Background: an optimization exercise with open tools, aiming at small area, a short achievable clock period and few clock cycles per item. Do not read the settings as production practice.
RTL that was checked went through simulation tests only; none was proved equivalent to the original.
For runs 1 and 2, only the layout was checked, not whether the RTL still works.

==> flow/design.v (outline; a module is shown in full before it is edited, if it fits) <==
// module fp_log_mac: 957 lines
// module fp_log_evmul: 68 lines
// module fp_log: 343 lines
module fp_log (
  input  logic        clk,
  input  logic        rst_n,
  input  logic        start,
  input  logic [31:0] x,
  output logic [31:0] result,
  output logic        done,
  output logic        busy
);
  // ...
==> flow/run.sh <==
#!/bin/bash
# synth_recipe.tcl (not shown) runs the flow's synth.tcl, then flattens the netlist and writes it again
# the make line also repeats each setting of config.mk as NAME=value (left out here)
make -C /OpenROAD-flow-scripts/flow DESIGN_CONFIG=/design/flow/config.mk WORK_HOME=/design/flow/orfs CLKGATE_MAP_FILE= SYNTH_SCRIPT=/design/flow/synth_recipe.tcl finish
==> flow/config.mk <==
export PLATFORM = sky130hd
export DESIGN_NAME = fp_log
export DESIGN_NICKNAME = fp_log
export VERILOG_FILES = /design/flow/design.v
export SDC_FILE = /design/flow/constraint.sdc
export NUM_CORES = 4
export LEC_CHECK = 0
export CAP_MARGIN = 20
export CORE_MARGIN = 2
export CORE_UTILIZATION = 40
export PLACE_DENSITY = 0.6
export SLEW_MARGIN = 20
==> flow/constraint.sdc <==
create_clock -name core_clock -period 14.5 [get_ports {clk}]
set_input_delay 2.9000 -clock core_clock [delete_from_list [all_inputs] [get_ports {clk}]]
set_output_delay 2.9000 -clock core_clock [all_outputs]
set_load 0.01 [all_outputs]
==> impl_metrics.env, run 1 <==
export IMPL_yosys_area_share_simple=0.177
export IMPL_wl_um=157000
export IMPL_rows=116
export IMPL_synth_seq_cells=201
export IMPL_critPathKind="reg2out"
export IMPL_drive_above_1_share=0.0692
export IMPL_initial_core_util=0.403
export IMPL_regMostFlops="rq"
export IMPL_dp_slack_ns=0.848
export IMPL_ys_async_sr_fraction=0.0249
export IMPL_yosysTopAreaCellShare=0.129
export IMPL_cts_sinks=201
export IMPL_synthMuxAreaShare=0.0594
export IMPL_multi_input_area_share=0.742
export IMPL_synth_ff_type="edfxtp_1"
export IMPL_inverters=490
export IMPL_syn_area_per_cell_um2=7.67
export IMPL_r2r_end="xr[16]$_DFF_P_"
export IMPL_crit_top_cell="o21ai_0"
export IMPL_via_count=39677
export IMPL_routedWlPerCell_um=24.5
export IMPL_holdBufCountCts=0
export IMPL_ant_nets=0
export IMPL_busiest_layer="met2"
export IMPL_synth_nets=5804
export IMPL_status="finished clean"
==> module fp_log, before the edit <==
module fp_log (
  input  logic        clk,
  input  logic        rst_n,
  input  logic        start,
  input  logic [31:0] x,
  output logic [31:0] result,
  output logic        done,
  output logic        busy
);
  localparam logic [49:0] MAC_K = 50'h3d55556000000;
  function automatic logic [23:0] recip_sig(input logic [3:0] i);
    case (i)
      4'd1:  recip_sig = 24'hf0f0f0;
      4'd2:  recip_sig = 24'he38e38;
      4'd3:  recip_sig = 24'hd79435;
      4'd4:  recip_sig = 24'hcccccc;
      4'd5:  recip_sig = 24'hc30c30;
      4'd6:  recip_sig = 24'hba2e8b;
      4'd7:  recip_sig = 24'hb21642;
      4'd8:  recip_sig = 24'haaaaaa;
      4'd9:  recip_sig = 24'ha3d70a;
      4'd10: recip_sig = 24'h9d89d8;
      4'd11: recip_sig = 24'h97b425;
      4'd12: recip_sig = 24'h924924;
      4'd13: recip_sig = 24'h8d3dcb;
      4'd14: recip_sig = 24'h888888;
      4'd15: recip_sig = 24'h842108;
      default: recip_sig = 24'h800000;
    endcase
  endfunction
  function automatic logic [49:0] recip_base(input logic [3:0] i);
    case (i)
      4'd1:  recip_base = 50'(64'(24'h880000) * 64'h f0f0f0) + MAC_K;
      4'd2:  recip_base = 50'(64'(24'h900000) * 64'h e38e38) + MAC_K;
      4'd3:  recip_base = 50'(64'(24'h980000) * 64'h d79435) + MAC_K;
      4'd4:  recip_base = 50'(64'(24'ha00000) * 64'h cccccc) + MAC_K;
      4'd5:  recip_base = 50'(64'(24'ha80000) * 64'h c30c30) + MAC_K;
      4'd6:  recip_base = 50'(64'(24'hb00000) * 64'h ba2e8b) + MAC_K;
      4'd7:  recip_base = 50'(64'(24'hb80000) * 64'h b21642) + MAC_K;
      4'd8:  recip_base = 50'(64'(24'hc00000) * 64'h aaaaaa) + MAC_K;
      4'd9:  recip_base = 50'(64'(24'hc80000) * 64'h a3d70a) + MAC_K;
      4'd10: recip_base = 50'(64'(24'hd00000) * 64'h 9d89d8) + MAC_K;
      4'd11: recip_base = 50'(64'(24'hd80000) * 64'h 97b425) + MAC_K;
      4'd12: recip_base = 50'(64'(24'he00000) * 64'h 924924) + MAC_K;
      4'd13: recip_base = 50'(64'(24'he80000) * 64'h 8d3dcb) + MAC_K;
      4'd14: recip_base = 50'(64'(24'hf00000) * 64'h 888888) + MAC_K;
      4'd15: recip_base = 50'(64'(24'hf80000) * 64'h 842108) + MAC_K;
      default: recip_base = (50'd1 << 47) + MAC_K;
    endcase
  endfunction
  function automatic logic [31:0] ln_tab(input logic [3:0] i);
    case (i)
      4'd1:  ln_tab = 32'h3d785186;
      4'd2:  ln_tab = 32'h3df1383d;
      4'd3:  ln_tab = 32'h3e2ff983;
      4'd4:  ln_tab = 32'h3e647fbe;
      4'd5:  ln_tab = 32'h3e8b3ae5;
      4'd6:  ln_tab = 32'h3ea30c5e;
      4'd7:  ln_tab = 32'h3eb9cebe;
      4'd8:  ln_tab = 32'h3ecf991f;
      4'd9:  ln_tab = 32'h3ee47fbe;
      4'd10: ln_tab = 32'h3ef8947b;
      4'd11: ln_tab = 32'h3f05f397;
      4'd12: ln_tab = 32'h3f0f42fa;
      4'd13: ln_tab = 32'h3f183eb9;
      4'd14: ln_tab = 32'h3f20ec7f;
      4'd15: ln_tab = 32'h3f295169;
      default: ln_tab = 32'h00000000;
    endcase
  endfunction
  function automatic logic [49:0] c3_add(input logic [3:0] i, input logic e6, input logic neg);
    case ({i, e6, neg})
      6'd0: c3_add = 50'h3d55556000000;
      6'd1: c3_add = 50'h3d55556000000;
      6'd2: c3_add = 50'h3d55556000000;
      6'd3: c3_add = 50'h3d55556000000;
      6'd4: c3_add = 50'h3e4da6e600000;
      6'd5: c3_add = 50'h3e4da6e61ffff;
      6'd6: c3_add = 50'h3dd17e2300000;
      6'd7: c3_add = 50'h3dd17e230ffff;
      6'd8: c3_add = 50'h3f37c5da00000;
      6'd9: c3_add = 50'h3f37c5da3ffff;
      6'd10: c3_add = 50'h3e468d9d00000;
      6'd11: c3_add = 50'h3e468d9d1ffff;
      6'd12: c3_add = 50'h00153b6c00000;
      6'd13: c3_add = 50'h00153b6c7ffff;
      6'd14: c3_add = 50'h3eb5486600000;
      6'd15: c3_add = 50'h3eb548663ffff;
      6'd16: c3_add = 50'h00e7545800000;
      6'd17: c3_add = 50'h00e754587ffff;
      6'd18: c3_add = 50'h3f1e54dc00000;
      6'd19: c3_add = 50'h3f1e54dc3ffff;
      6'd20: c3_add = 50'h01af2c8800000;
      6'd21: c3_add = 50'h01af2c88fffff;
      6'd22: c3_add = 50'h3f8240f400000;
      6'd23: c3_add = 50'h3f8240f47ffff;
      6'd24: c3_add = 50'h026db85000000;
      6'd25: c3_add = 50'h026db850fffff;
      6'd26: c3_add = 50'h3fe186d800000;
      6'd27: c3_add = 50'h3fe186d87ffff;
      6'd28: c3_add = 50'h0323cb5000000;
      6'd29: c3_add = 50'h0323cb50fffff;
      6'd30: c3_add = 50'h003c905800000;
      6'd31: c3_add = 50'h003c90587ffff;
      6'd32: c3_add = 50'h03d21e5800000;
      6'd33: c3_add = 50'h03d21e58fffff;
      6'd34: c3_add = 50'h0093b9dc00000;
      6'd35: c3_add = 50'h0093b9dc7ffff;
      6'd36: c3_add = 50'h0479535000000;
      6'd37: c3_add = 50'h04795350fffff;
      6'd38: c3_add = 50'h00e7545800000;
      6'd39: c3_add = 50'h00e754587ffff;
      6'd40: c3_add = 50'h0519f93800000;
      6'd41: c3_add = 50'h0519f938fffff;
      6'd42: c3_add = 50'h0137a74c00000;
      6'd43: c3_add = 50'h0137a74c7ffff;
      6'd44: c3_add = 50'h05b48ed000000;
      6'd45: c3_add = 50'h05b48ed1fffff;
      6'd46: c3_add = 50'h0184f21800000;
      6'd47: c3_add = 50'h0184f218fffff;
      6'd48: c3_add = 50'h0649850000000;
      6'd49: c3_add = 50'h06498501fffff;
      6'd50: c3_add = 50'h01cf6d3000000;
      6'd51: c3_add = 50'h01cf6d30fffff;
      6'd52: c3_add = 50'h06d940f000000;
      6'd53: c3_add = 50'h06d940f1fffff;
      6'd54: c3_add = 50'h02174b2800000;
      6'd55: c3_add = 50'h02174b28fffff;
      6'd56: c3_add = 50'h07641d5000000;
      6'd57: c3_add = 50'h07641d51fffff;
      6'd58: c3_add = 50'h025cb95800000;
      6'd59: c3_add = 50'h025cb958fffff;
      6'd60: c3_add = 50'h07ea6bf000000;
      6'd61: c3_add = 50'h07ea6bf1fffff;
      6'd62: c3_add = 50'h029fe0a800000;
      default: c3_add = 50'h029fe0a8fffff;
    endcase
  endfunction
  logic [2:0]  ph;        
  logic        nop;       
  logic        nrm;       
  logic        spec_q;    
  logic [1:0]  spc_q;     
  logic [3:0]  iq;        
  logic signed [20:0] tq;   
  logic [31:0] evq;       
  logic [18:0] stq;       
  logic [4:0]  lzq;       
  logic        ef;        
  logic [23:0] xr;        
  logic [21:0] yr;
  logic        subr;
  logic [33:0] rq;        
  logic [2:0]  shq;       
  logic [5:0]  tshq;      
  logic [7:0]  eevq;      
  logic        sgnq;      
  logic        subq;      
  logic [7:0]  ex;
  logic [3:0]  ix;
  logic        special;
  assign ex = x[30:23];
  assign ix = x[22:19];
  assign special = (ex == 8'd0) || x[31] || (ex == 8'hff);
  logic [31:0] ev;
  logic [6:0]  evs;
  logic [30:0] evm;
  fp_log_evmul i_evmul (.m(evs[5:0]), .q(evm));
  always_comb begin
    logic [6:0] mag;
    logic [2:0] pos;
    logic [6:0] msig;
    logic [30:0] q;
    mag = (ex >= 8'd127) ? 7'(ex - 8'd127) : 7'(8'd127 - ex);
    pos = '0;
    for (int k = 0; k < 7; k++) begin
      if (mag[k]) pos = k[2:0];
    end
    msig = mag << (3'd6 - pos);
    evs = msig;
    q = evm;
    if (mag == '0)  ev = '0;
    else if (q[30]) ev = {ex < 8'd127, 8'(8'd127 + pos), q[29:7]};
    else            ev = {ex < 8'd127, 8'(8'd126 + pos), q[28:6]};
  end
  logic [49:0] mc;
  logic [49:0] mq;
  always_comb begin
    case (ph)
      3'd1:    mc = recip_base(iq);                   
      3'd2,
      3'd3:    mc = (tq > 0) ? (50'd1 << 49) + 50'h7fffff + MAC_K   
                             : (50'd1 << 49) + MAC_K;
      default: mc = c3_add(iq, ef, tq[20]);           
    endcase
  end
  fp_log_mac i_mac (.x(xr), .y(yr), .sub(subr), .c(mc), .q(mq));
  logic signed [20:0] tn;
  logic [23:0] a2;
  assign tn = mq[47] ? {1'b0, mq[42:24], 1'b0} : {1'b1, mq[42:23]};
  assign a2 = 24'haaaaab + 24'((-tn) >>> 1);
  logic [19:0] ua;
  logic [19:0] un;
  logic [4:0]  lz;
  always_comb begin
    ua = tq[20] ? 20'(-tq) : 20'(tq);
    lz = '0;
    for (int k = 0; k < 20; k++) begin
      if (ua[k]) lz = 5'(19 - k);
    end
    un = ua << lz;
  end
  logic [26:0] sm;
  logic [23:0] sg;
  assign sm = mq[49:23];
  assign sg = sm[26] ? sm[26:3] : sm[25:2];
  logic [2:0] sh3;
  logic [7:0] el8;
  logic [7:0] eevp;
  logic       s8;
  logic       ev0;
  always_comb begin
    logic [31:0] lnv;
    logic [7:0] el;
    lnv  = ln_tab(iq);
    el   = lnv[30:23];
    ev0  = (evq[30:23] == 8'd0);
    s8   = (iq == 4'd0) & tq[20];
    sh3  = (iq == 4'd0) ? 3'd0 : 3'(el - 8'd120 - 8'(ef));   
    el8  = (iq == 4'd0) ? 8'd121 + 8'(ef) - 8'(lzq) : el;
    eevp = ev0 ? el8 + 8'd1 : evq[30:23];
  end
  logic [27:0] sum;
  logic [31:0] far;
  always_comb begin
    logic        l27;
    logic [3:0]  cut;
    logic [33:0] rm;
    logic [26:0] sbf;
    l27 = rq[6'd27 + 6'(shq)];
    cut = 4'd3 + 4'(shq) + 4'(l27);
    rm  = rq & ~((34'd1 << cut) - 34'd1);
    sbf = 27'(rm >> tshq);
    if (subq) sum = {1'b0, evq[30:23] != 8'd0, evq[22:0], 3'b000} - {1'b0, sbf};
    else      sum = {1'b0, evq[30:23] != 8'd0, evq[22:0], 3'b000} + {1'b0, sbf};
    if (sum == '0)   far = '0;
    else if (sum[27]) far = {sgnq, eevq + 8'd1, sum[26:4]};
    else if (sum[26]) far = {sgnq, eevq, sum[25:3]};
    else              far = {sgnq, eevq - 8'd1, sum[24:2]};
  end
  logic [31:0] nfin;
  always_comb begin
    logic [27:0] ns;
    logic [4:0]  lead;
    logic [27:0] norm;
    logic signed [9:0] ez;
    ns = rq[27:0];
    lead = '0;
    for (int k = 0; k < 28; k++) begin
      if (ns[k]) lead = k[4:0];
    end
    norm = ns << (5'd27 - lead);
    ez   = $signed({2'b00, eevq}) + $signed({5'b00000, lead}) - 10'sd26;
    if (ns == '0 || ez <= 0) nfin = '0;
    else                     nfin = {sgnq, ez[7:0], norm[26:4]};
  end
  logic [31:0] fin;
  assign fin = nrm ? nfin : far;
  assign result = spec_q ? {spc_q[1], 8'hff, spc_q[0], 22'd0} : fin;
  always_ff @(posedge clk or negedge rst_n) begin
    if (!rst_n) begin
      busy <= 1'b0;
      done <= 1'b0;
      ph   <= 3'd0;
    end else begin
      done <= 1'b0;
      if (!busy) begin
        if (start) begin
          if (special) done <= 1'b1;
          else begin
            busy <= 1'b1;
            ph   <= 3'd1;
          end
        end
      end else begin
        ph <= ph + 3'd1;
        if ((ph == 3'd4 && !nop) || ph == 3'd5) begin
          ph   <= 3'd0;
          busy <= 1'b0;
          done <= 1'b1;
        end
      end
    end
  end
  always_ff @(posedge clk) begin
    if (!busy) begin
      spec_q <= special;
      spc_q  <= {ex == 8'd0, ex != 8'd0 && (x[31] || x[22:0] != '0)};
      iq     <= ix;
      evq    <= ev;
      nop    <= (ex == 8'd126);
    end
    if (ph == 3'd1) tq <= tn;
    if (ph == 3'd3) ef <= sm[26];
    stq <= un[19:1];
    lzq <= lz;
    case (ph)
      3'd0: begin   
        xr   <= recip_sig(ix);
        yr   <= (ix == 4'd0) ? {2'b00, x[18:0], 1'b0} : {3'b000, x[18:0]};
        subr <= 1'b0;
      end
      3'd1: begin   
        xr   <= a2;
        yr   <= {tn, 1'b0};
        subr <= 1'b1;
      end
      3'd2: begin   
        xr   <= sg;
        yr   <= tq[20] ? {tq, 1'b0} : 22'(tq);
        subr <= 1'b1;
      end
      default: begin   
        xr   <= sg;
        yr   <= (iq == 4'd0) ? {3'b000, stq} : 22'(tq);
        subr <= 1'b0;
      end
    endcase
    if (ph == 3'd5) begin
      rq  <= {6'd0, sum};
      nrm <= 1'b1;
    end
    if (ph == 3'd4) begin
      nrm  <= 1'b0;
      rq   <= mq[48:15];
      shq  <= sh3;
      tshq <= 6'(sh3) + (ev0 ? 6'd1 : 6'(evq[30:23] - el8));
      eevq <= eevp;
      sgnq <= ev0 ? s8 : evq[31];
      subq <= ~ev0 & (evq[31] ^ s8);
    end
  end
endmodule
==> inputs of run 2 (changes only) <==
--- a/flow/design.v
+++ b/flow/design.v
@@ -19,17 +19,19 @@
     EXP_HOLD
   } exp_state_e;
 endpackage
 module fp_log_mac (
   input  logic [23:0] x,
   input  logic [21:0] y,
   input  logic          sub,
   input  logic [49:0] c,
-  output logic [49:0] q
+  output logic [49:0] q,
+  output logic [49:0] s0,    
+  output logic [49:0] s1
 );
   wire one0 = y[0] ^ 1'b0;
   wire two0 = ~(y[0] ^ 1'b0) & (y[1] ^ y[0]);
   wire sg0 = y[1] ^ sub;
   wire op0 = one0 & ~sg0;
   wire on0 = one0 & sg0;
   wire tp0 = two0 & ~sg0;
   wire tn0 = two0 & sg0;
@@ -970,16 +972,18 @@
   wire w568 = (w478 & w479) | (w478 & c[43]) | (w479 & c[43]);
   wire w569 = w480 ^ p10_24 ^ c[44];
   wire w570 = (w480 & p10_24) | (w480 & c[44]) | (p10_24 & c[44]);
   wire w571 = p10_25 ^ c[45];
   wire w572 = p10_25 & c[45];
   wire [49:0] r0 = {c[49], c[48], c[47], w572, w570, w568, w566, w564, w562, w560, w558, w556, w554, w552, w550, w548, w546, w544, w542, w540, w538, w536, w534, w532, w530, w528, w526, w524, w522, w520, w518, w516, w514, w512, w510, w508, w506, w504, w502, w500, w498, w496, w494, w492, w490, w488, w486, w484, w482, w481};
   wire [49:0] r1 = {1'b0, 1'b0, 1'b0, c[46], w571, w569, w567, w565, w563, w561, w559, w557, w555, w553, w551, w549, w547, w545, w543, w541, w539, w537, w535, w533, w531, w529, w527, w525, w523, w521, w519, w517, w515, w513, w511, w509, w507, w505, w503, w501, w499, w497, w495, w493, w491, w489, w487, w485, w483, c[0]};
   assign q = r0 + r1;
+  assign s0 = r0;
+  assign s1 = r1;
 endmodule
 module fp_log_evmul (
   input  logic [5:0]  m,
   output logic [30:0] q
 );
   wire e1 = m[0] ^ m[1];
   wire e2 = m[0] & m[1];
   wire e3 = m[1] ^ m[2] ^ m[3];
@@ -1198,16 +1202,18 @@
   logic [21:0] yr;
   logic        subr;
   logic [33:0] rq;        
   logic [2:0]  shq;       
   logic [5:0]  tshq;      
   logic [7:0]  eevq;      
   logic        sgnq;      
   logic        subq;      
+  logic [3:0]  mk0q;      
+  logic [3:0]  mk1q;      
   logic [7:0]  ex;
   logic [3:0]  ix;
   logic        special;
   assign ex = x[30:23];
   assign ix = x[22:19];
   assign special = (ex == 8'd0) || x[31] || (ex == 8'hff);
   logic [31:0] ev;
   logic [6:0]  evs;
@@ -1227,74 +1233,87 @@
     evs = msig;
     q = evm;
     if (mag == '0)  ev = '0;
     else if (q[30]) ev = {ex < 8'd127, 8'(8'd127 + pos), q[29:7]};
     else            ev = {ex < 8'd127, 8'(8'd126 + pos), q[28:6]};
   end
   logic [49:0] mc;
   logic [49:0] mq;
+  logic [49:0] ms0, ms1;
   always_comb begin
     case (ph)
       3'd1:    mc = recip_base(iq);                   
       3'd2,
       3'd3:    mc = (tq > 0) ? (50'd1 << 49) + 50'h7fffff + MAC_K   
                              : (50'd1 << 49) + MAC_K;
       default: mc = c3_add(iq, ef, tq[20]);           
     endcase
   end
-  fp_log_mac i_mac (.x(xr), .y(yr), .sub(subr), .c(mc), .q(mq));
+  fp_log_mac i_mac (.x(xr), .y(yr), .sub(subr), .c(mc), .q(mq), .s0(ms0), .s1(ms1));
   logic signed [20:0] tn;
   logic [23:0] a2;
   assign tn = mq[47] ? {1'b0, mq[42:24], 1'b0} : {1'b1, mq[42:23]};
-  assign a2 = 24'haaaaab + 24'((-tn) >>> 1);
+  localparam logic [49:0] A2K = (50'h12aaaac << 24) + 50'd1;
+  logic [49:0] au, av, aw;
+  assign au = ~ms0 ^ ~ms1 ^ A2K;
+  assign av = {(~ms0[48:0] & ~ms1[48:0]) | (~ms0[48:0] & A2K[48:0]) | (~ms1[48:0] & A2K[48:0]), 1'b0};
+  assign aw = au + av;
+  assign a2 = mq[47] ? aw[47:24] : (mq[23] ? 24'haaaaab : 24'haaaaac);
   logic [19:0] ua;
   logic [19:0] un;
   logic [4:0]  lz;
   always_comb begin
     ua = tq[20] ? 20'(-tq) : 20'(tq);
     lz = '0;
     for (int k = 0; k < 20; k++) begin
       if (ua[k]) lz = 5'(19 - k);
     end
     un = ua << lz;
   end
   logic [26:0] sm;
   logic [23:0] sg;
   assign sm = mq[49:23];
   assign sg = sm[26] ? sm[26:3] : sm[25:2];
+  function automatic logic [3:0] lowmask(input logic [3:0] n);
+    case (n)
+      4'd1: lowmask = 4'b0001;
+      4'd2: lowmask = 4'b0011;
+      4'd3: lowmask = 4'b0111;
+      4'd4: lowmask = 4'b1111;
+      default: lowmask = 4'b0000;
+    endcase
+  endfunction
+  logic [5:0] d0;
   logic [2:0] sh3;
   logic [7:0] el8;
   logic [7:0] eevp;
   logic       s8;
   logic       ev0;
   always_comb begin
     logic [31:0] lnv;
     logic [7:0] el;
     lnv  = ln_tab(iq);
     el   = lnv[30:23];
     ev0  = (evq[30:23] == 8'd0);
     s8   = (iq == 4'd0) & tq[20];
     sh3  = (iq == 4'd0) ? 3'd0 : 3'(el - 8'd120 - 8'(ef));   
     el8  = (iq == 4'd0) ? 8'd121 + 8'(ef) - 8'(lzq) : el;
     eevp = ev0 ? el8 + 8'd1 : evq[30:23];
+    d0   = ev0 ? 6'd1 : 6'(evq[30:23] - el8);
   end
   logic [27:0] sum;
   logic [31:0] far;
   always_comb begin
     logic        l27;
-    logic [3:0]  cut;
-    logic [33:0] rm;
     logic [26:0] sbf;
     l27 = rq[6'd27 + 6'(shq)];
-    cut = 4'd3 + 4'(shq) + 4'(l27);
-    rm  = rq & ~((34'd1 << cut) - 34'd1);
-    sbf = 27'(rm >> tshq);
-    if (subq) sum = {1'b0, evq[30:23] != 8'd0, evq[22:0], 3'b000} - {1'b0, sbf};
-    else      sum = {1'b0, evq[30:23] != 8'd0, evq[22:0], 3'b000} + {1'b0, sbf};
+    sbf = 27'(rq >> tshq);
+    sbf[3:0] = sbf[3:0] & ~(l27 ? mk1q : mk0q);
+    sum = {1'b0, evq[30:23] != 8'd0, evq[22:0], 3'b000} + ({1'b0, sbf} ^ {28{subq}}) + 28'(subq);
     if (sum == '0)   far = '0;
     else if (sum[27]) far = {sgnq, eevq + 8'd1, sum[26:4]};
     else if (sum[26]) far = {sgnq, eevq, sum[25:3]};
     else              far = {sgnq, eevq - 8'd1, sum[24:2]};
   end
   logic [31:0] nfin;
   always_comb begin
     logic [27:0] ns;
@@ -1376,15 +1395,17 @@
     if (ph == 3'd5) begin
       rq  <= {6'd0, sum};
       nrm <= 1'b1;
     end
     if (ph == 3'd4) begin
       nrm  <= 1'b0;
       rq   <= mq[48:15];
       shq  <= sh3;
-      tshq <= 6'(sh3) + (ev0 ? 6'd1 : 6'(evq[30:23] - el8));
+      tshq <= 6'(sh3) + d0;
+      mk0q <= (d0 < 6'd3) ? lowmask(4'd3 - 4'(d0)) : 4'd0;
+      mk1q <= (d0 < 6'd4) ? lowmask(4'd4 - 4'(d0)) : 4'd0;
       eevq <= eevp;
       sgnq <= ev0 ? s8 : evq[31];
       subq <= ~ev0 & (evq[31] ^ s8);
     end
   end
 endmodule
--- a/flow/config.mk
+++ b/flow/config.mk
@@ -4,9 +4,10 @@
 export VERILOG_FILES = /design/flow/design.v
 export SDC_FILE = /design/flow/constraint.sdc
 export NUM_CORES = 4
 export LEC_CHECK = 0
 export CAP_MARGIN = 20
 export CORE_MARGIN = 2
 export CORE_UTILIZATION = 40
 export PLACE_DENSITY = 0.6
+export SETUP_SLACK_MARGIN = 4.5
 export SLEW_MARGIN = 20
==> impl_metrics.env, run 2 <==
export IMPL_status="finished clean"
export IMPL_gp_congestion=0.971
export IMPL_routed_via_density=6.05
export IMPL_synth_edf_count=121
export IMPL_syn_area_mm2=0.0403
export IMPL_setup_tns_ns=0
export IMPL_hpwl_um=111000
export IMPL_fp_dieArea_mm2=0.103
export IMPL_ys_async_sr_fraction=0.0239
export IMPL_synth_seq_cells=209
export IMPL_grt_ovfl_total=0
export IMPL_layout_commonest_cell="nor2_1"
export IMPL_grt_max_degree=62
export IMPL_ys_seq_area_frac=0.135
export IMPL_cts_sinks=209
export IMPL_ioPinCount=69
export IMPL_worstPathRequired_ns=11.60
export IMPL_syn2layout_area_growth_pct=8.59
export IMPL_synth_most_common_cell="nor2_1"
export IMPL_diodes=0
export IMPL_regMostFlops="rq"
export IMPL_clock_latency_ns=0.58
export IMPL_yosysTopAreaCellShare=0.129
export IMPL_yosys_warnings=1
export IMPL_synth_ff_type="edfxtp_1"
export IMPL_clock_skew_final_ns=0.0322
export IMPL_drive_above_1_share=0.0755
export IMPL_cts_root_buf="clkbuf_16"
export IMPL_cts_buffers=27
export IMPL_relSlewSlack=0.204
export IMPL_regArea_mm2=0.00543
export IMPL_htreeDepth=1
export IMPL_drt_iter0_markers=3763
export IMPL_max_freq_ghz=0.103
export IMPL_crit_arrival_ns=6.84
export IMPL_grt_pass1_vias=35302
export IMPL_wl_um=146000
export IMPL_yosysUniqueCellTypes=94
export IMPL_critPathKind="reg2out"
export IMPL_largest_reg_flops=34
export IMPL_syn_inst=5073
export IMPL_top_regs="rq: 34 flops, evq: 30 flops, xr: 24 flops"
export IMPL_via_count=37725
export IMPL_chipWidth_um=321
export IMPL_yosysTopAreaCell="fa_1"
export IMPL_rows=116
export IMPL_die_h_um=321
export IMPL_drv_cap=0
export IMPL_crit_path_max_fanout=12
export IMPL_grt_pass1_wl_um=220000
export IMPL_drc=0
export IMPL_path_clk_slew_ns=0.06
export IMPL_core_area_mm2=0.100
export IMPL_hold_viol=0
export IMPL_antenna_found_initial=5
export IMPL_cts_tree="built"
export IMPL_syn_area_per_cell_um2=7.94
export IMPL_first_pass_iters=6
export IMPL_fillers=10043
export IMPL_nets=5513
export IMPL_drv_slew=0
export IMPL_synth_nets=5668
export IMPL_final_cell_mix="nor2_1, inv_1, nand2_1"
export IMPL_rsz0062_at_grt="false"
export IMPL_ant_nets=0
export IMPL_io_buffers=68
export IMPL_worstMarginPinSlew_ns=1.19
export IMPL_finalCriticalPeriod_ns=9.74
export IMPL_track_usage=0.275
export IMPL_initial_core_util=0.403
export IMPL_start_kind="flip-flop"
export IMPL_endpoint_kind="output pin"
export IMPL_routedWlPerCell_um=23.5
export IMPL_hold_class="reg2reg"
export IMPL_synth_area_leaders="fa_1, ha_1, edfxtp_1, xnor2_1, mux2i_1"
export IMPL_finalSetupViolCount=0
export IMPL_min_period_over_period=0.672
export IMPL_synthTopCellsByCount="nor2_1, inv_1, nand2_1, clkbuf_1, ha_1"
export IMPL_multi_input_area_mm2=0.0321
export IMPL_clockBufferDepth=3
[run 2: path summary, 6_finish.rpt]
| check | start | slack (ns) | cells after the start | to |
|---|---|---|---|---|
| setup / recovery | rq[27]$_DFFE_PP_ | 4.76 | 22 | result[23] |
| hold / removal | stq[0]$_SDFF_PP0_ | 0.50 | 2 | yr[0]$_DFF_P_ |
| setup reg to reg | subr$_DFF_P_ | 4.90 | 25 | xr[0]$_DFF_P_ |
| hold reg to reg | stq[0]$_SDFF_PP0_ | 0.50 | 2 | yr[0]$_DFF_P_ |
| max in group asynchronous | rst_n | 11.73 | 1 | ph[0]$_DFFE_PN0P_ |
| min in group asynchronous | rst_n | 2.56 | 1 | done$_DFF_PN0_ |
[run 2: cell type report]
| cell class | count | area share |
|---|---|---|
| clock buffers | 39 | 0.0176 |
| well taps | 1298 | 0.0371 |
| flip-flops and latches | 209 | 0.124 |
| repair buffers | 210 | 0.0429 |
| multi-input cells | 3964 | 0.733 |
| inverters | 506 | 0.0436 |
| clock inverters | 11 | 0.00166 |
[run 2: worst max-delay path, cell delays in order, from the launching register on]
cell and delay, ns:
edfxtp_1 0.68, mux2i_1 0.12, mux4_2 0.56, mux2_2 0.32
a2111oi_2 0.33, xor2_1 0.24, ha_1 0.35, nand2_1 0.17
nor2_1 0.08, and4_1 0.26, nor4_4 0.31, o221ai_2 0.20
o21ai_2 0.25, buf_4 0.15, o31a_1 0.23, xor2_2 0.20
buf_6 0.18, and2_1 0.21, and2_1 0.15, nand4_1 0.15
and2_2 0.30, a221o_1 0.34, clkdlybuf4s50_1 0.48
[run 2: per-stage QoR]
stage	setup WS, ns	utilization	area [um2]	hold WS [ns]	std cells
finish	4.76	0.437	43700	0.501	6237
detailed placement	3.53	0.424	42400	0.484	6171
global route	4.38	0.437	43700	0.515	6237
floorplan	4.66	-	40300	0.443	5073
CTS	4.46	0.434	43400	0.496	6224
global placement	3.49	0.424	42400	0.486	6169
[run 2: layer usage]
| metal | global-route usage | vias up | share of wire |
|---|---|---|---|
| li1 | - | 17451 | - |
| met3 | 0.0323 | 302 | 0.073 |
| met2 | 0.430 | 1579 | 0.44 |
| met4 | 0.111 | 6 | 0.048 |
| met5 | 0 | - | 0.00027 |
| met1 | 0.384 | 18387 | 0.44 |
[run 2: timing repair]
item | CTS | global route
gates cloned | 0 | 3
resized for setup | 16 | 49
setup endpoints to repair | 50 | 84
hold buffers | 0 | 0
pin swaps | 2 | 5
buffers inserted | 3 | 10
[run 2: logic make-up (layout without fill, tap and decap cells)]
kind of cell    after synthesis  count (layout)  share of synthesized area
flops                       209             209                      0.135
xor+xnor                    474             474                      0.103
other cells                   1               1                  0.0000931
compound gates             1245            1245                      0.219
buf+inv                     900             766                     0.0848
simple gates               1392            1392                      0.154
mux                         292             292                     0.0816
fa+ha+maj                   560             560                      0.222
==> inputs of run 3 (changes only) <==
--- a/flow/design.v
+++ b/flow/design.v
@@ -1076,7 +1076,7 @@
       4'd13: recip_sig = 24'h8d3dcb;
       4'd14: recip_sig = 24'h888888;
       4'd15: recip_sig = 24'h842108;
-      default: recip_sig = 24'h800000;
+      default: recip_sig = 24'hffffff;   
     endcase
   endfunction
   function automatic logic [49:0] recip_base(input logic [3:0] i);
@@ -1096,7 +1096,7 @@
       4'd13: recip_base = 50'(64'(24'he80000) * 64'h 8d3dcb) + MAC_K;
       4'd14: recip_base = 50'(64'(24'hf00000) * 64'h 888888) + MAC_K;
       4'd15: recip_base = 50'(64'(24'hf80000) * 64'h 842108) + MAC_K;
-      default: recip_base = (50'd1 << 47) + MAC_K;
+      default: recip_base = (50'd1 << 47) + 50'hffffff + MAC_K;
     endcase
   endfunction
   function automatic logic [31:0] ln_tab(input logic [3:0] i);
@@ -1187,7 +1187,7 @@
       default: c3_add = 50'h029fe0a8fffff;
     endcase
   endfunction
-  logic [2:0]  ph;        
+  logic [1:0]  ph;        
   logic        nop;       
   logic        nrm;       
   logic        spec_q;    
@@ -1199,8 +1199,6 @@
   logic [4:0]  lzq;       
   logic        ef;        
   logic [23:0] xr;        
-  logic [21:0] yr;
-  logic        subr;
   logic [33:0] rq;        
   logic [2:0]  shq;       
   logic [5:0]  tshq;      
@@ -1236,28 +1234,47 @@
     else if (q[30]) ev = {ex < 8'd127, 8'(8'd127 + pos), q[29:7]};
     else            ev = {ex < 8'd127, 8'(8'd126 + pos), q[28:6]};
   end
+  logic [23:0] mx;
+  logic [21:0] my;
+  logic        msub;
   logic [49:0] mc;
   logic [49:0] mq;
   logic [49:0] ms0, ms1;
+  logic [23:0] a2;
+  logic [49:0] cadd;
+  assign a2   = tq[20] ? (tq[0] ? 24'haaaaab : 24'haaaaac) : 24'haaaaab - 24'(tq[20:1]);
+  assign cadd = (tq > 0) ? (50'd1 << 49) + 50'h7fffff + MAC_K : (50'd1 << 49) + MAC_K;
   always_comb begin
     case (ph)
-      3'd1:    mc = recip_base(iq);                   
-      3'd2,
-      3'd3:    mc = (tq > 0) ? (50'd1 << 49) + 50'h7fffff + MAC_K   
-                             : (50'd1 << 49) + MAC_K;
-      default: mc = c3_add(iq, ef, tq[20]);           
+      2'd0: begin   
+        mx   = recip_sig(ix);
+        my   = {3'b000, x[18:0]};
+        msub = 1'b0;
+        mc   = recip_base(ix);
+      end
+      2'd1: begin   
+        mx   = a2;
+        my   = {tq, 1'b0};
+        msub = 1'b1;
+        mc   = cadd;
+      end
+      2'd2: begin   
+        mx   = xr;
+        my   = tq[20] ? {tq, 1'b0} : 22'(tq);
+        msub = 1'b1;
+        mc   = cadd;
+      end
+      default: begin   
+        mx   = xr;
+        my   = (iq == 4'd0) ? {3'b000, stq} : 22'(tq);
+        msub = 1'b0;
+        mc   = c3_add(iq, ef, tq[20]);
+      end
     endcase
   end
-  fp_log_mac i_mac (.x(xr), .y(yr), .sub(subr), .c(mc), .q(mq), .s0(ms0), .s1(ms1));
+  fp_log_mac i_mac (.x(mx), .y(my), .sub(msub), .c(mc), .q(mq), .s0(ms0), .s1(ms1));
   logic signed [20:0] tn;
-  logic [23:0] a2;
   assign tn = mq[47] ? {1'b0, mq[42:24], 1'b0} : {1'b1, mq[42:23]};
-  localparam logic [49:0] A2K = (50'h12aaaac << 24) + 50'd1;
-  logic [49:0] au, av, aw;
-  assign au = ~ms0 ^ ~ms1 ^ A2K;
-  assign av = {(~ms0[48:0] & ~ms1[48:0]) | (~ms0[48:0] & A2K[48:0]) | (~ms1[48:0] & A2K[48:0]), 1'b0};
-  assign aw = au + av;
-  assign a2 = mq[47] ? aw[47:24] : (mq[23] ? 24'haaaaab : 24'haaaaac);
   logic [19:0] ua;
   logic [19:0] un;
   logic [4:0]  lz;
@@ -1337,7 +1354,7 @@
     if (!rst_n) begin
       busy <= 1'b0;
       done <= 1'b0;
-      ph   <= 3'd0;
+      ph   <= 2'd0;
     end else begin
       done <= 1'b0;
       if (!busy) begin
@@ -1345,13 +1362,13 @@
           if (special) done <= 1'b1;
           else begin
             busy <= 1'b1;
-            ph   <= 3'd1;
+            ph   <= 2'd1;
           end
         end
       end else begin
-        ph <= ph + 3'd1;
-        if ((ph == 3'd4 && !nop) || ph == 3'd5) begin
-          ph   <= 3'd0;
+        ph <= ph + 2'd1;
+        if ((ph == 2'd3 && !nop) || ph == 2'd0) begin
+          ph   <= 2'd0;
           busy <= 1'b0;
           done <= 1'b1;
         end
@@ -1364,39 +1381,18 @@
       spc_q  <= {ex == 8'd0, ex != 8'd0 && (x[31] || x[22:0] != '0)};
       iq     <= ix;
       evq    <= ev;
+      tq     <= tn;
       nop    <= (ex == 8'd126);
     end
-    if (ph == 3'd1) tq <= tn;
-    if (ph == 3'd3) ef <= sm[26];
     stq <= un[19:1];
     lzq <= lz;
-    case (ph)
-      3'd0: begin   
-        xr   <= recip_sig(ix);
-        yr   <= (ix == 4'd0) ? {2'b00, x[18:0], 1'b0} : {3'b000, x[18:0]};
-        subr <= 1'b0;
-      end
-      3'd1: begin   
-        xr   <= a2;
-        yr   <= {tn, 1'b0};
-        subr <= 1'b1;
-      end
-      3'd2: begin   
-        xr   <= sg;
-        yr   <= tq[20] ? {tq, 1'b0} : 22'(tq);
-        subr <= 1'b1;
-      end
-      default: begin   
-        xr   <= sg;
-        yr   <= (iq == 4'd0) ? {3'b000, stq} : 22'(tq);
-        subr <= 1'b0;
-      end
-    endcase
-    if (ph == 3'd5) begin
+    if (ph == 2'd1 || ph == 2'd2) xr <= sg;
+    if (ph == 2'd2) ef <= sm[26];
+    if (busy && ph == 2'd0) begin
       rq  <= {6'd0, sum};
       nrm <= 1'b1;
     end
-    if (ph == 3'd4) begin
+    if (ph == 2'd3) begin
       nrm  <= 1'b0;
       rq   <= mq[48:15];
       shq  <= sh3;
--- a/flow/config.mk
+++ b/flow/config.mk
@@ -9,5 +9,4 @@
 export CORE_MARGIN = 2
 export CORE_UTILIZATION = 40
 export PLACE_DENSITY = 0.6
-export SETUP_SLACK_MARGIN = 4.5
 export SLEW_MARGIN = 20
==> impl_metrics.env, run 3 <==
export IMPL_status="finished clean"
export IMPL_path_clk_slew_ns=0.08
export IMPL_clock_latency_ns=0.45
export IMPL_via_count=33749
export IMPL_synth_edf_count=145
export IMPL_worstMarginPinSlew_ns=1.18
export IMPL_chipWidth_um=303
export IMPL_drc=0
export IMPL_clock_skew_final_ns=0.0118
export IMPL_yosys_warnings=1
export IMPL_track_usage=0.283
export IMPL_hold_viol=0
export IMPL_synth_most_common_cell="inv_1"
export IMPL_crit_path_max_fanout=23
export IMPL_syn_area_per_cell_um2=8.11
export IMPL_crit_arrival_ns=12.87
export IMPL_cpPeakStageDelay_ns=0.98
export IMPL_multi_input_area_mm2=0.0282
export IMPL_start_kind="primary input"
export IMPL_worst_r2r_setup_slack_ns=3.23
export IMPL_finalSetupViolCount=0
export IMPL_regMostFlops="rq"
export IMPL_layout_commonest_cell="inv_1"
export IMPL_antenna_found_initial=3
export IMPL_largest_reg_flops=34
export IMPL_routed_via_density=6.19
export IMPL_htreeDepth=4
export IMPL_ys_seq_area_frac=0.141
export IMPL_gp_congestion=1.00
export IMPL_endpoint_kind="flip-flop"
export IMPL_min_period_over_period=0.874
export IMPL_clockBufferDepth=2
export IMPL_drv_cap=0
export IMPL_hpwl_um=103000
export IMPL_top_regs="rq: 34 flops, evq: 30 flops, xr: 24 flops"
export IMPL_rows=109
export IMPL_cts_setup_buffers=0
export IMPL_grt_pass1_wl_um=200000
export IMPL_yosysTopAreaCellShare=0.148
export IMPL_rsz0062_at_grt="false"
export IMPL_worstRegToRegCells=31
export IMPL_syn2layout_area_growth_pct=7.56
export IMPL_cts_root_buf="clkbuf_16"
export IMPL_layout_setup_ws_ns=1.83
export IMPL_syn_area_mm2=0.0358
export IMPL_syn_inst=4412
export IMPL_grt_pass1_vias=32197
export IMPL_first_pass_iters=9
export IMPL_max_freq_ghz=0.0789
export IMPL_ioPinCount=69
export IMPL_yosysUniqueCellTypes=102
export IMPL_critPathKind="in2reg"
export IMPL_grt_ovfl_total=0
export IMPL_synth_seq_cells=178
export IMPL_grt_max_degree=63
export IMPL_synthTopCellsByCount="inv_1, nand2_1, nor2_1, a21oi_1, clkbuf_1"
export IMPL_dp_slack_ns=1.56
export IMPL_wl_um=132000
export IMPL_r2r_end="xr[4]$_DFFE_PN_"
export IMPL_finalCriticalPeriod_ns=12.67
export IMPL_setup_tns_ns=0
export IMPL_die_h_um=303
export IMPL_routedWlPerCell_um=24.2
export IMPL_regArea_mm2=0.00503
export IMPL_drt_iter0_markers=3607
export IMPL_cts_resized=0
export IMPL_cts_tree="built"
export IMPL_relSlewSlack=0.208
export IMPL_io_buffers=68
export IMPL_core_area_mm2=0.0885
export IMPL_nets=4784
export IMPL_fillers=8899
export IMPL_drive_above_1_share=0.0726
export IMPL_r2r_start="iq[2]$_DFFE_PN_"
export IMPL_min_from="evq[30]$_SDFFCE_PN0N_"
export IMPL_synth_area_leaders="fa_1, edfxtp_1, ha_1, xnor2_1, mux2i_1"
export IMPL_placed_cell_area_mm2=0.0378
export IMPL_drv_slew=0
export IMPL_crit_top_cell="fa_1"
export IMPL_worstPathRequired_ns=14.70
export IMPL_synth_nets=4927
export IMPL_yosysTopAreaCell="fa_1"
export IMPL_cts_sinks=178
export IMPL_final_cell_mix="inv_1, nand2_1, nor2_1"
export IMPL_ant_nets=0
export IMPL_synth_ff_type="edfxtp_1"
export IMPL_design_area_mm2=0.0385
export IMPL_fp_dieArea_mm2=0.0919
export IMPL_hold_class="reg2reg"
export IMPL_ys_async_sr_fraction=0.0225
export IMPL_crit_slowest_cell="clkdlybuf4s50_1"
export IMPL_hold_depth=2
export IMPL_hold_end="eevq[7]$_DFFE_PP_"
export IMPL_initial_core_util=0.404
export IMPL_cts_buffers=17
export IMPL_holdWs_ns=0.589
export IMPL_holdBufCountCts=0
[run 3: changes by cell type after synthesis, moves of 32 or more]
cell / delta
o22ai_1: +78
ha_1: -85
nand3_1: -35
nand2_1: -46
o21ai_0: +32
nor2_1: -236
a221o_1: -128
dfxtp_1: -54
inv_1: -77
mux2i_1: -70
a21oi_1: +44
[run 3: how the worst max path moves through the flow]
stage           from                to  slack (ns)
6_report       x[19]   xr[4]$_DFFE_PN_        1.83
2_1_floorplan  x[19]  xr[10]$_DFFE_PN_        3.86
4_1_cts        x[19]   xr[8]$_DFFE_PN_        2.01
3_3_place_gp   x[19]   xr[4]$_DFFE_PN_        1.58
5_1_grt        x[19]   xr[2]$_DFFE_PN_        1.40
3_5_place_dp   x[19]   xr[2]$_DFFE_PN_        1.56
[run 3: stage by stage]
step	cells	util
6_report	5448	0.435
5_1_grt	5447	0.435
4_1_cts	5446	0.435
3_5_place_dp	5414	0.428
3_3_place_gp	5414	0.428
2_1_floorplan	4412	-
[run 3: area by class of cell]
class,count,area share
multi-input combinational,3458,0.732
inverter,425,0.0414
sequential,178,0.131
timing repair buffer,189,0.0418
clock inverter,15,0.00517
clock buffer,17,0.0111
antenna,1,0.0000650
tap,1165,0.0379
[run 3: metal layers]
layer / routed length [um] / global-route usage / vias up
li1: - / - / 15310
met1: 54400 / 0.379 / 16380
met2: 59700 / 0.456 / 1755
met3: 11400 / 0.0404 / 300
met4: 6220 / 0.122 / 4
met5: 24 / 0 / -
[run 3: cells by family (layout without fill, tap and decap cells)]
family                   after synthesis  after routing  synth area share
AO/OA/AOI/OAI                       1267           1267             0.235
XOR/XNOR                             424            424             0.104
adder cells (fa/ha/maj)              480            480             0.223
buffers and inverters                776            646            0.0824
flip-flops                           178            178             0.141
multiplexers                         245            245            0.0810
other                                  1              2          0.000105
AND/OR/NAND/NOR                     1041           1041             0.134
[run 3: worst max-delay path, delay by kind of cell]
kind	cells	cell delay (ns)
adder cells (fa/ha/maj)	7	3.06
XOR/XNOR	1	0.20
AO/OA/AOI/OAI	7	2.21
multiplexers	2	1.20
AND/OR/NAND/NOR	7	1.79
buffers and inverters	5	1.47
Testbench counts of run 3, summed over its fixed seeds: cycles 67,111, items 16,000.

port drivers added, routing unchanged:
No port has a modelled driver above. Below, the same layouts with a new extraction and two added sets of constraints.
Step 1, drivers: a clkbuf_16 drives clk and a buf_2 each remaining input, both assumed.
Step 2, shift: input delay + t, output delay - t, t = (earliest + latest rising clock arrival at the registers) / 2. This alone moves slack from input paths to output paths.
Three values: ideal, step 1, step 2; two values: the first two.
| run | shift t [ns] | slack for setup (ns) | clock arrival spread, ns | cell pins on the clock port's net |
|---|---|---|---|---|
| run 1 | 0.623 | 0.859 / 0.804 / 1.427 | 0.026 / 0.027 | 1 |
| run 2 | 0.631 | 4.762 / 4.696 / 4.377 | 0.033 / 0.033 | 1 |
| run 3 | 0.496 | 1.831 / 1.767 / 1.271 | 0.012 / 0.012 | 1 |
After both steps every run listed still meets setup and hold. For run 3, which loses most, drivers alone change the setup slack by -0.064 ns; drivers and shift together by -0.560 ns.
